Background: an optimization exercise with open tools, aiming at small area. Do not read the settings as production practice. Only simulation tests tie the RTL to the original design; equivalence was not proved.

==> inputs of umber <==
Design cgra_array, start of the top module:
module cgra_array #(
    parameter int NUM_TILES = 4
) (
    input  logic                                clk,
    input  logic                                reset,
    input  logic                                psel,
    input  logic                                penable,
    input  logic                                pwrite,
    input  logic [cgra_pkg::APB_ADDR_WIDTH-1:0] paddr,
    input  logic [cgra_pkg::APB_DATA_WIDTH-1:0] pwdata,
    input  logic [cgra_pkg::APB_STRB_WIDTH-1:0] pstrb,
    output logic [cgra_pkg::APB_DATA_WIDTH-1:0] prdata,
    output logic                                pready,
    output logic                                pslverr
);
make LEC_CHECK=0 CAP_MARGIN=20 CORE_MARGIN=2 CORE_UTILIZATION=45 CTS_BUF_LIST=sky130_fd_sc_hd__clkbuf_8 CTS_CLUSTER_DIAMETER=60 CTS_CLUSTER_SIZE=15 PLACE_DENSITY=0.62 SETUP_SLACK_MARGIN=0.15 SLEW_MARGIN=20 SYNTH_HIERARCHICAL=1 SYNTH_MINIMUM_KEEP_SIZE=0 finish   # period 10.0 ns
run.sh (not shown) runs the stock make flow with config.mk's settings and CLKGATE_MAP_FILE= SYNTH_SCRIPT=/design/flow/synth_recipe.tcl, a recipe that flattens the netlist after the stock synthesis.
==> juniper (differences from umber) <==
--- a/flow/design.v
+++ b/flow/design.v
@@ -19,14 +19,13 @@
 `timescale 1ns/1ps
 module context_memory (
     input  logic                              clk,
     input  logic [cgra_pkg::CTX_PAIRS*8-1:0]  wr_en,      
     input  logic [cgra_pkg::CTX_PAIRS-1:0]    wr_ring_n,  
     input  logic [cgra_pkg::CTX_WIDTH-1:0]    wr_col,     
-    input  logic                              ph,
-    input  logic [cgra_pkg::CTX_ROW_BITS-1:0] raddr,
+    input  logic [2*cgra_pkg::CTX_PAIRS-1:0]  rsel,       
     output logic [cgra_pkg::CTX_WIDTH-1:0]    rdata
 );
     localparam int P = cgra_pkg::CTX_PAIRS;
     localparam int W = cgra_pkg::CTX_WIDTH;
     logic [W-1:0] x   [P];
     logic [W-1:0] y   [P];
@@ -45,21 +44,12 @@
     always_ff @(posedge clk) begin
         for (int p = 0; p < P; p++) begin
             x[p] <= y[p];
             y[p] <= y_d[p];
         end
     end
-    logic [2*P-1:0] rsel;
-    logic           in_y;
-    assign in_y = raddr[0] ^ ph;
-    always_comb begin
-        for (int p = 0; p < P; p++) begin
-            rsel[2*p]     = (raddr[3:1] == p[2:0]) & ~in_y;
-            rsel[2*p + 1] = (raddr[3:1] == p[2:0]) & in_y;
-        end
-    end
     for (genvar i = 0; i < W; i++) begin : g_rd
         logic [2*P-1:0] col;
         for (genvar q = 0; q < P; q++) begin : g_col
             assign col[2*q]     = x[q][i];
             assign col[2*q + 1] = y[q][i];
         end
@@ -106,13 +96,13 @@
     input  logic                              clk,
     input  logic                              reset,
     input  logic [cgra_pkg::CTX_PAIRS*8-1:0]  wr_en,
     input  logic [cgra_pkg::CTX_PAIRS-1:0]    wr_ring_n,
     input  logic [cgra_pkg::CTX_WIDTH-1:0]    wr_col,
     input  logic [1:0]                        cnt,
-    input  logic [cgra_pkg::CTX_ROW_BITS-1:0] host_row,
+    input  logic [2*cgra_pkg::CTX_PAIRS-1:0]  host_sel,   
     input  logic [cgra_pkg::CTX_ROW_BITS-1:0] loop_start,
     input  logic [cgra_pkg::CTX_ROW_BITS-1:0] loop_end,
     input  logic                              run,
     output logic [cgra_pkg::CTX_WIDTH-1:0]    word,       
     output logic [cgra_pkg::CTX_ROW_BITS-1:0] pc
 );
@@ -120,24 +110,30 @@
     logic       is_jump;
     logic       take_jump;
     logic       out_of_window;
     logic       word_inv;
     logic [4:0] opcode;
     logic [2:0] target;
-    logic [cgra_pkg::CTX_ROW_BITS-1:0] raddr;
+    logic       pc_in_y;
+    logic [2*cgra_pkg::CTX_PAIRS-1:0] rsel;
     context_memory u_ctx_mem (
         .clk     (clk),
         .wr_en     (wr_en),
         .wr_ring_n (wr_ring_n),
         .wr_col    (wr_col),
-        .ph        (cnt[0]),
-        .raddr   (raddr),
+        .rsel      (rsel),
         .rdata   (word)
     );
-    assign raddr = run ? pc : host_row;
-    assign word_inv = cnt[1] ^ ((raddr[0] ^ cnt[0]) & cnt[0]);
+    assign pc_in_y = pc[0] ^ cnt[0];
+    always_comb begin
+        for (int p = 0; p < cgra_pkg::CTX_PAIRS; p++) begin
+            rsel[2*p]     = host_sel[2*p]     | (run && pc[3:1] == p[2:0] && !pc_in_y);
+            rsel[2*p + 1] = host_sel[2*p + 1] | (run && pc[3:1] == p[2:0] && pc_in_y);
+        end
+    end
+    assign word_inv = cnt[1] ^ (pc_in_y & cnt[0]);
     assign opcode   = word[cgra_pkg::OPCODE_LSB +: 5] ^ {5{word_inv}};
     assign target   = word[cgra_pkg::TARGET_LSB +: 3] ^ {3{word_inv}};
     assign is_jump       = (opcode == cgra_pkg::OP_JUMP);
     assign take_jump     = is_jump & ~prev_jump;
     assign out_of_window = (pc >= loop_end) || (pc < loop_start);
     always_ff @(posedge clk) begin
@@ -176,13 +172,13 @@
     output logic                                pready,
     output logic                                pslverr,
     output logic [NUM_TILES*cgra_pkg::CTX_PAIRS*8-1:0] wr_en,
     output logic [NUM_TILES*cgra_pkg::CTX_PAIRS-1:0]   wr_ring_n,
     output logic [cgra_pkg::CTX_WIDTH-1:0]      wr_col,
     output logic [1:0]                          cnt,
-    output logic [cgra_pkg::CTX_ROW_BITS-1:0]   host_row,
+    output logic [2*cgra_pkg::CTX_PAIRS-1:0]    host_sel,
     output logic [cgra_pkg::CTX_ROW_BITS-1:0]   loop_start,
     output logic [cgra_pkg::CTX_ROW_BITS-1:0]   loop_end,
     output logic                                run
 );
     localparam int P = cgra_pkg::CTX_PAIRS;
     logic [1:0]  region;
@@ -191,12 +187,13 @@
     logic [1:0]  lane;
     logic        access;
     logic        tile_valid;
     logic        err;
     logic        ctx_wr;
     logic        ctrl_wr;
+    logic [cgra_pkg::CTX_ROW_BITS-1:0] host_row;
     assign region     = paddr[cgra_pkg::REGION_LSB +: 2];
     assign reg_sel    = paddr[cgra_pkg::REG_LSB +: 2];
     assign tile       = paddr[cgra_pkg::TILE_LSB +: 2];
     assign tile_valid = (paddr[cgra_pkg::TILE_LSB + 2 +: 4] == 4'd0);
     assign host_row   = paddr[cgra_pkg::ROW_LSB +: cgra_pkg::CTX_ROW_BITS];
     assign lane       = paddr[cgra_pkg::LANE_LSB +: 2];
@@ -290,31 +287,21 @@
                 2'd1:    loop_start <= pwdata[3:0];
                 2'd2:    loop_end   <= pwdata[3:0];
                 default: ;
             endcase
         end
     end
-    logic [15:0]                       half_sel;
     logic [15:0]                       sel_half;
     logic [cgra_pkg::CTX_ROW_BITS-1:0] sel_pc;
     logic                              half_inv;
+    assign sel_half = tile_word[{tile, lane, 4'b0000} +: 16];
     always_comb begin
-        for (int t = 0; t < NUM_TILES; t++) begin
-            for (int l = 0; l < 4; l++) begin
-                half_sel[4*t + l] = (tile == t[1:0]) && (lane == l[1:0]);
-            end
-        end
-    end
-    for (genvar i = 0; i < 16; i++) begin : g_half
-        logic [15:0] col;
-        for (genvar t = 0; t < NUM_TILES; t++) begin : g_t
-            for (genvar l = 0; l < 4; l++) begin : g_l
-                assign col[4*t + l] = tile_word[t*cgra_pkg::CTX_WIDTH + 16*l + i];
-            end
+        for (int p = 0; p < P; p++) begin
+            host_sel[2*p]     = !run && host_row[3:1] == p[2:0] && host_row[0] == ph;
+            host_sel[2*p + 1] = !run && host_row[3:1] == p[2:0] && host_row[0] != ph;
         end
-        onehot_mux16 u_mux (.d(col), .s(half_sel), .y(sel_half[i]));
     end
     assign half_inv = cnt[1] ^ ((host_row[0] ^ cnt[0]) & cnt[0]);
     assign sel_pc = tile_pc[tile*cgra_pkg::CTX_ROW_BITS +: cgra_pkg::CTX_ROW_BITS];
     always_comb begin
         prdata = '0;
         if (access && !pwrite && !err) begin
@@ -352,13 +339,13 @@
 );
     localparam int EN_W = cgra_pkg::CTX_PAIRS * 8;
     logic [NUM_TILES*EN_W-1:0]                   wr_en;
     logic [NUM_TILES*cgra_pkg::CTX_PAIRS-1:0]    wr_ring_n;
     logic [cgra_pkg::CTX_WIDTH-1:0]              wr_col;
     logic [1:0]                                  cnt;
-    logic [cgra_pkg::CTX_ROW_BITS-1:0]           host_row;
+    logic [2*cgra_pkg::CTX_PAIRS-1:0]            host_sel;
     logic [cgra_pkg::CTX_ROW_BITS-1:0]           loop_start;
     logic [cgra_pkg::CTX_ROW_BITS-1:0]           loop_end;
     logic                                        run;
     logic [NUM_TILES*cgra_pkg::CTX_WIDTH-1:0]    tile_word;
     logic [NUM_TILES*cgra_pkg::CTX_ROW_BITS-1:0] tile_pc;
     cfg_apb_slave #(
@@ -378,26 +365,26 @@
         .pready     (pready),
         .pslverr    (pslverr),
         .wr_en      (wr_en),
         .wr_ring_n  (wr_ring_n),
         .wr_col     (wr_col),
         .cnt        (cnt),
-        .host_row   (host_row),
+        .host_sel   (host_sel),
         .loop_start (loop_start),
         .loop_end   (loop_end),
         .run        (run)
     );
     for (genvar g = 0; g < NUM_TILES; g++) begin : g_tile
         cgra_tile u_tile (
             .clk        (clk),
             .reset      (reset),
             .wr_en      (wr_en[g*EN_W +: EN_W]),
             .wr_ring_n  (wr_ring_n[g*cgra_pkg::CTX_PAIRS +: cgra_pkg::CTX_PAIRS]),
             .wr_col     (wr_col),
             .cnt        (cnt),
-            .host_row   (host_row),
+            .host_sel   (host_sel),
             .loop_start (loop_start),
             .loop_end   (loop_end),
             .run        (run),
             .word       (tile_word[g*cgra_pkg::CTX_WIDTH +: cgra_pkg::CTX_WIDTH]),
             .pc         (tile_pc[g*cgra_pkg::CTX_ROW_BITS +: cgra_pkg::CTX_ROW_BITS])
         );
==> violet (differences from umber) <==
--- a/flow/design.v
+++ b/flow/design.v
@@ -19,14 +19,13 @@
 `timescale 1ns/1ps
 module context_memory (
     input  logic                              clk,
     input  logic [cgra_pkg::CTX_PAIRS*8-1:0]  wr_en,      
     input  logic [cgra_pkg::CTX_PAIRS-1:0]    wr_ring_n,  
     input  logic [cgra_pkg::CTX_WIDTH-1:0]    wr_col,     
-    input  logic                              ph,
-    input  logic [cgra_pkg::CTX_ROW_BITS-1:0] raddr,
+    input  logic [2*cgra_pkg::CTX_PAIRS-1:0]  rsel,       
     output logic [cgra_pkg::CTX_WIDTH-1:0]    rdata
 );
     localparam int P = cgra_pkg::CTX_PAIRS;
     localparam int W = cgra_pkg::CTX_WIDTH;
     logic [W-1:0] x   [P];
     logic [W-1:0] y   [P];
@@ -45,21 +44,12 @@
     always_ff @(posedge clk) begin
         for (int p = 0; p < P; p++) begin
             x[p] <= y[p];
             y[p] <= y_d[p];
         end
     end
-    logic [2*P-1:0] rsel;
-    logic           in_y;
-    assign in_y = raddr[0] ^ ph;
-    always_comb begin
-        for (int p = 0; p < P; p++) begin
-            rsel[2*p]     = (raddr[3:1] == p[2:0]) & ~in_y;
-            rsel[2*p + 1] = (raddr[3:1] == p[2:0]) & in_y;
-        end
-    end
     for (genvar i = 0; i < W; i++) begin : g_rd
         logic [2*P-1:0] col;
         for (genvar q = 0; q < P; q++) begin : g_col
             assign col[2*q]     = x[q][i];
             assign col[2*q + 1] = y[q][i];
         end
@@ -106,13 +96,13 @@
     input  logic                              clk,
     input  logic                              reset,
     input  logic [cgra_pkg::CTX_PAIRS*8-1:0]  wr_en,
     input  logic [cgra_pkg::CTX_PAIRS-1:0]    wr_ring_n,
     input  logic [cgra_pkg::CTX_WIDTH-1:0]    wr_col,
     input  logic [1:0]                        cnt,
-    input  logic [cgra_pkg::CTX_ROW_BITS-1:0] host_row,
+    input  logic [2*cgra_pkg::CTX_PAIRS-1:0]  host_sel,   
     input  logic [cgra_pkg::CTX_ROW_BITS-1:0] loop_start,
     input  logic [cgra_pkg::CTX_ROW_BITS-1:0] loop_end,
     input  logic                              run,
     output logic [cgra_pkg::CTX_WIDTH-1:0]    word,       
     output logic [cgra_pkg::CTX_ROW_BITS-1:0] pc
 );
@@ -120,24 +110,30 @@
     logic       is_jump;
     logic       take_jump;
     logic       out_of_window;
     logic       word_inv;
     logic [4:0] opcode;
     logic [2:0] target;
-    logic [cgra_pkg::CTX_ROW_BITS-1:0] raddr;
+    logic       pc_in_y;
+    logic [2*cgra_pkg::CTX_PAIRS-1:0] rsel;
     context_memory u_ctx_mem (
         .clk     (clk),
         .wr_en     (wr_en),
         .wr_ring_n (wr_ring_n),
         .wr_col    (wr_col),
-        .ph        (cnt[0]),
-        .raddr   (raddr),
+        .rsel      (rsel),
         .rdata   (word)
     );
-    assign raddr = run ? pc : host_row;
-    assign word_inv = cnt[1] ^ ((raddr[0] ^ cnt[0]) & cnt[0]);
+    assign pc_in_y = pc[0] ^ cnt[0];
+    always_comb begin
+        for (int p = 0; p < cgra_pkg::CTX_PAIRS; p++) begin
+            rsel[2*p]     = host_sel[2*p]     | (run && pc[3:1] == p[2:0] && !pc_in_y);
+            rsel[2*p + 1] = host_sel[2*p + 1] | (run && pc[3:1] == p[2:0] && pc_in_y);
+        end
+    end
+    assign word_inv = cnt[1] ^ (pc_in_y & cnt[0]);
     assign opcode   = word[cgra_pkg::OPCODE_LSB +: 5] ^ {5{word_inv}};
     assign target   = word[cgra_pkg::TARGET_LSB +: 3] ^ {3{word_inv}};
     assign is_jump       = (opcode == cgra_pkg::OP_JUMP);
     assign take_jump     = is_jump & ~prev_jump;
     assign out_of_window = (pc >= loop_end) || (pc < loop_start);
     always_ff @(posedge clk) begin
@@ -176,13 +172,13 @@
     output logic                                pready,
     output logic                                pslverr,
     output logic [NUM_TILES*cgra_pkg::CTX_PAIRS*8-1:0] wr_en,
     output logic [NUM_TILES*cgra_pkg::CTX_PAIRS-1:0]   wr_ring_n,
     output logic [cgra_pkg::CTX_WIDTH-1:0]      wr_col,
     output logic [1:0]                          cnt,
-    output logic [cgra_pkg::CTX_ROW_BITS-1:0]   host_row,
+    output logic [2*cgra_pkg::CTX_PAIRS-1:0]    host_sel,
     output logic [cgra_pkg::CTX_ROW_BITS-1:0]   loop_start,
     output logic [cgra_pkg::CTX_ROW_BITS-1:0]   loop_end,
     output logic                                run
 );
     localparam int P = cgra_pkg::CTX_PAIRS;
     logic [1:0]  region;
@@ -191,12 +187,13 @@
     logic [1:0]  lane;
     logic        access;
     logic        tile_valid;
     logic        err;
     logic        ctx_wr;
     logic        ctrl_wr;
+    logic [cgra_pkg::CTX_ROW_BITS-1:0] host_row;
     assign region     = paddr[cgra_pkg::REGION_LSB +: 2];
     assign reg_sel    = paddr[cgra_pkg::REG_LSB +: 2];
     assign tile       = paddr[cgra_pkg::TILE_LSB +: 2];
     assign tile_valid = (paddr[cgra_pkg::TILE_LSB + 2 +: 4] == 4'd0);
     assign host_row   = paddr[cgra_pkg::ROW_LSB +: cgra_pkg::CTX_ROW_BITS];
     assign lane       = paddr[cgra_pkg::LANE_LSB +: 2];
@@ -310,12 +307,18 @@
             for (genvar l = 0; l < 4; l++) begin : g_l
                 assign col[4*t + l] = tile_word[t*cgra_pkg::CTX_WIDTH + 16*l + i];
             end
         end
         onehot_mux16 u_mux (.d(col), .s(half_sel), .y(sel_half[i]));
     end
+    always_comb begin
+        for (int p = 0; p < P; p++) begin
+            host_sel[2*p]     = !run && host_row[3:1] == p[2:0] && host_row[0] == ph;
+            host_sel[2*p + 1] = !run && host_row[3:1] == p[2:0] && host_row[0] != ph;
+        end
+    end
     assign half_inv = cnt[1] ^ ((host_row[0] ^ cnt[0]) & cnt[0]);
     assign sel_pc = tile_pc[tile*cgra_pkg::CTX_ROW_BITS +: cgra_pkg::CTX_ROW_BITS];
     always_comb begin
         prdata = '0;
         if (access && !pwrite && !err) begin
             case (region)
@@ -352,13 +355,13 @@
 );
     localparam int EN_W = cgra_pkg::CTX_PAIRS * 8;
     logic [NUM_TILES*EN_W-1:0]                   wr_en;
     logic [NUM_TILES*cgra_pkg::CTX_PAIRS-1:0]    wr_ring_n;
     logic [cgra_pkg::CTX_WIDTH-1:0]              wr_col;
     logic [1:0]                                  cnt;
-    logic [cgra_pkg::CTX_ROW_BITS-1:0]           host_row;
+    logic [2*cgra_pkg::CTX_PAIRS-1:0]            host_sel;
     logic [cgra_pkg::CTX_ROW_BITS-1:0]           loop_start;
     logic [cgra_pkg::CTX_ROW_BITS-1:0]           loop_end;
     logic                                        run;
     logic [NUM_TILES*cgra_pkg::CTX_WIDTH-1:0]    tile_word;
     logic [NUM_TILES*cgra_pkg::CTX_ROW_BITS-1:0] tile_pc;
     cfg_apb_slave #(
@@ -378,26 +381,26 @@
         .pready     (pready),
         .pslverr    (pslverr),
         .wr_en      (wr_en),
         .wr_ring_n  (wr_ring_n),
         .wr_col     (wr_col),
         .cnt        (cnt),
-        .host_row   (host_row),
+        .host_sel   (host_sel),
         .loop_start (loop_start),
         .loop_end   (loop_end),
         .run        (run)
     );
     for (genvar g = 0; g < NUM_TILES; g++) begin : g_tile
         cgra_tile u_tile (
             .clk        (clk),
             .reset      (reset),
             .wr_en      (wr_en[g*EN_W +: EN_W]),
             .wr_ring_n  (wr_ring_n[g*cgra_pkg::CTX_PAIRS +: cgra_pkg::CTX_PAIRS]),
             .wr_col     (wr_col),
             .cnt        (cnt),
-            .host_row   (host_row),
+            .host_sel   (host_sel),
             .loop_start (loop_start),
             .loop_end   (loop_end),
             .run        (run),
             .word       (tile_word[g*cgra_pkg::CTX_WIDTH +: cgra_pkg::CTX_WIDTH]),
             .pc         (tile_pc[g*cgra_pkg::CTX_ROW_BITS +: cgra_pkg::CTX_ROW_BITS])
         );
==> flow/config.mk (replaced) <==
export PLATFORM = sky130hd
export DESIGN_NAME = cgra_array
export DESIGN_NICKNAME = cgra_array
export VERILOG_FILES = /design/flow/design.v
export SDC_FILE = /design/flow/constraint.sdc
export NUM_CORES = 4
export LEC_CHECK = 0
export CAP_MARGIN = 20
export CORE_MARGIN = 2
export CORE_UTILIZATION = 45
export PLACE_DENSITY = 0.62
export SLEW_MARGIN = 20
export SYNTH_HIERARCHICAL = 1
export SYNTH_MINIMUM_KEEP_SIZE = 0
==> notes <==
- violet completed and failed the layout checks on negative setup slack. umber produced a clean layout. juniper finished with timing, DRC and antenna clean.
- Core utilization: juniper < umber < violet.
- Non-clock buffer count: umber > violet > juniper.
- Sequential share of layout area: juniper > umber > violet.
- Against juniper, the count of clock-buffer cells in the layout of violet is higher by 220.
- The lowest critical path depth belongs to umber, the highest to violet.
- Between umber and violet, the lower maximum frequency is in violet (gap 3.4%, measured against violet).

[afterwards: timing with drivers on the ports]
Ports are ideal in the flow. The routed layouts listed here were re-timed in OpenROAD.
Step 1 (the two cells are an assumption about what drives the block):
set clk [get_ports {clk}]
set_driving_cell -lib_cell sky130_fd_sc_hd__clkbuf_16 $clk
set_driving_cell -lib_cell sky130_fd_sc_hd__buf_2 [delete_from_list [all_inputs] $clk]
Step 2 moves the port delays by t, midway between the first and last clock arrival at a register: inputs arrive t later, outputs are due t later. That takes back most of the time a late clock gives input paths.
a / b / c = ideal / step 1 / step 2; a / b = the first two.
run | shift t [ns] | slack for setup (ns) | hold slack, ns
umber | 1.137 | 0.149 / 0.123 / 0.123 | 0.324 / 0.324 / 0.324
juniper | 1.072 | 0.266 / 0.245 / 0.245 | 0.307 / 0.307 / 0.307
violet | 1.014 | -0.189 / -0.395 / -0.395 | 0.287 / 0.287 / 0.287
For violet, which loses most, drivers alone change the setup slack by -0.206 ns; drivers and shift together by -0.206 ns.
